Source: an optimization exercise on an open RTL-to-GDS flow (aim: small area). Production flows keep margins and buffers that such runs may drop.
At most, simulation tests tie the RTL to the original design; equivalence was not proved.

## fft_dit_top
module fft_dit_top (
   input  logic        clk,
   input  logic        rst_n,
   input  logic [23:0] in_x,
   input  logic        in_nd,
   output logic [23:0] out_x,
   output logic        out_nd,
   output logic        overflow
);
   logic        ld, park, cap, mac, first, use_a, use_b, neg_a, shift, w1, w2;
   logic [23:0] r0, wr_data, bq;
   fft_seq u_seq (
      .clk, .rst_n, .in_nd, .ld, .park, .cap, .mac, .first, .use_a, .use_b, .neg_a,
      .shift, .w1, .w2, .out_nd, .overflow
   );
   fft_bf_unit u_bf (
      .clk, .cap, .mac, .first, .use_a, .use_b, .neg_a, .shift, .w1, .w2,
      .pass (!park), .r0, .wr_data, .bq
   );
   fft_ring u_ring (
      .clk, .ld, .keep (park & !w1), .in_x, .wr_data, .r0
   );
   assign out_x = r0;
endmodule
export LEC_CHECK = 0
export CAP_MARGIN = 20
export CORE_MARGIN = 2
export CORE_UTILIZATION = 40
export SLEW_MARGIN = 20
create_clock -name core_clock -period 10.0 [get_ports {clk}]
standard.sh (not shown) runs the stock make flow with config.mk's settings and CLKGATE_MAP_FILE= SYNTH_SCRIPT=/design/flow/synth_recipe.tcl, a recipe that flattens the netlist after the stock synthesis.
==> flow/flow/run.sh <==
#!/bin/bash
# Standard layout with a lighter clock tree and smaller port buffers:
# no dummy clock loads, mid-size clock buffers and bigger sink clusters.
set -euo pipefail
export CTS_ARGS="-sink_clustering_enable -repair_clock_nets -dont_use_dummy_load -buf_list {sky130_fd_sc_hd__clkbuf_4 sky130_fd_sc_hd__clkbuf_8} -sink_clustering_size 18 -sink_clustering_max_diameter 70"
export BUFFER_PORTS_ARGS="-buffer_cell sky130_fd_sc_hd__buf_1"
bash standard.sh > standard.log 2>&1
Then changed:
--- a/flow/design.v
+++ b/flow/design.v
@@ -40,17 +40,12 @@
    assign last = &hs;
    assign hr   = {hs[0], hs[1], hs[2], hs[3]} + 4'd1;
    assign hn   = {hr[0], hr[1], hr[2], hr[3]} & ~pm;
    assign k[2] = (pm[2] & lo[3]) | (pm[1] & lo[2]) | (pm[0] & lo[1]);
    assign k[1] = (pm[1] & lo[3]) | (pm[0] & lo[2]);
    assign k[0] = pm[0] & lo[3];
-   localparam logic [2:0] CLS_A = 3'd0;    
-   localparam logic [2:0] CLS_B = 3'd1;    
-   localparam logic [2:0] CLS_1 = 3'd2;    
-   localparam logic [2:0] CLS_3 = 3'd3;    
-   localparam logic [2:0] CLS_2 = 3'd4;    
    logic [3:0] step;
    always_comb
    begin
       case ({k, u})
          {3'd0, 4'd1}: step = {1'b1, 1'b1, 1'b0, 1'b0};
          {3'd4, 4'd1}: step = {1'b1, 1'b0, 1'b1, 1'b0};
@@ -188,15 +183,15 @@
    assign b_re = {{2{bq[11]}}, bq[11:0]};
    assign b_im = {{2{bq[23]}}, bq[23:12]};
    assign a_re = {{2{r0[11]}}, r0[11:0]};
    assign a_im = {{2{r0[23]}}, r0[23:12]};
    logic sel_a, sel_b, sel_r, sel_2;
    assign sel_a = mac & use_a;
-   assign sel_b = mac & use_b & ~use_a;
-   assign sel_r = ~mac & w1;
-   assign sel_2 = ~mac & (w2 | pass);
+   assign sel_b = mac & use_b;
+   assign sel_r = w1;
+   assign sel_2 = w2 | pass;
    assign y_re = ({14{sel_a}} & b_re) | ({14{sel_b}} & b_im) | ({14{sel_r}} & a_re)
                | ({14{sel_2}} & {b_re[12:0], 1'b0});
    assign y_im = ({14{sel_a}} & b_im) | ({14{sel_b}} & b_re) | ({14{sel_r}} & a_im)
                | ({14{sel_2}} & {b_im[12:0], 1'b0});
    assign neg_re = (sel_a & neg_a) | w2;
    assign neg_im = (sel_a & neg_a) | sel_b | w2;
=>
- The new run completed without violations
- global-route usage is about the same
- final cell count is higher by about 2%
- sequential share of layout area drops by 0.18 points
- flip-flop and latch count is unchanged
- wire length rises by 2.0%
- die area rises by about 0.7%
- count of clock-buffer cells in the layout grows by 1
- register-to-register slack is worse by 0.22 ns
- synthesized area rose by 0.69%
- critical path depth came out higher by 1
- hold slack is worse by 0.045 ns
Only the layout flow was run in the first run of this note; the RTL was not checked for function there.

[what the ideal ports hide]
How much do the figures lean on ideal ports? The routed layouts below were timed once more, with nothing changed but the port constraints. Step 1 assumes that a clkbuf_16 drives the clock port and a buf_2 every other input. Step 2 times the ports against the registers' clock, not the clock port: input delays grow and output delays shrink by t, the midpoint of the rising clock arrivals with the driver on. Three values: ideal ports, drivers, drivers and shift; two values: the first two.
run	t, ns	slack for setup (ns)	worst setup path at the end	worst slew at a driven data input, ns	cell pins on the clock port's net
the first run	0.609	1.322 / 1.322 / 1.322	register to register	0.05	1
the second run	0.625	1.099 / 1.099 / 1.099	register to register	0.03	1
After both steps every run listed still meets setup and hold.
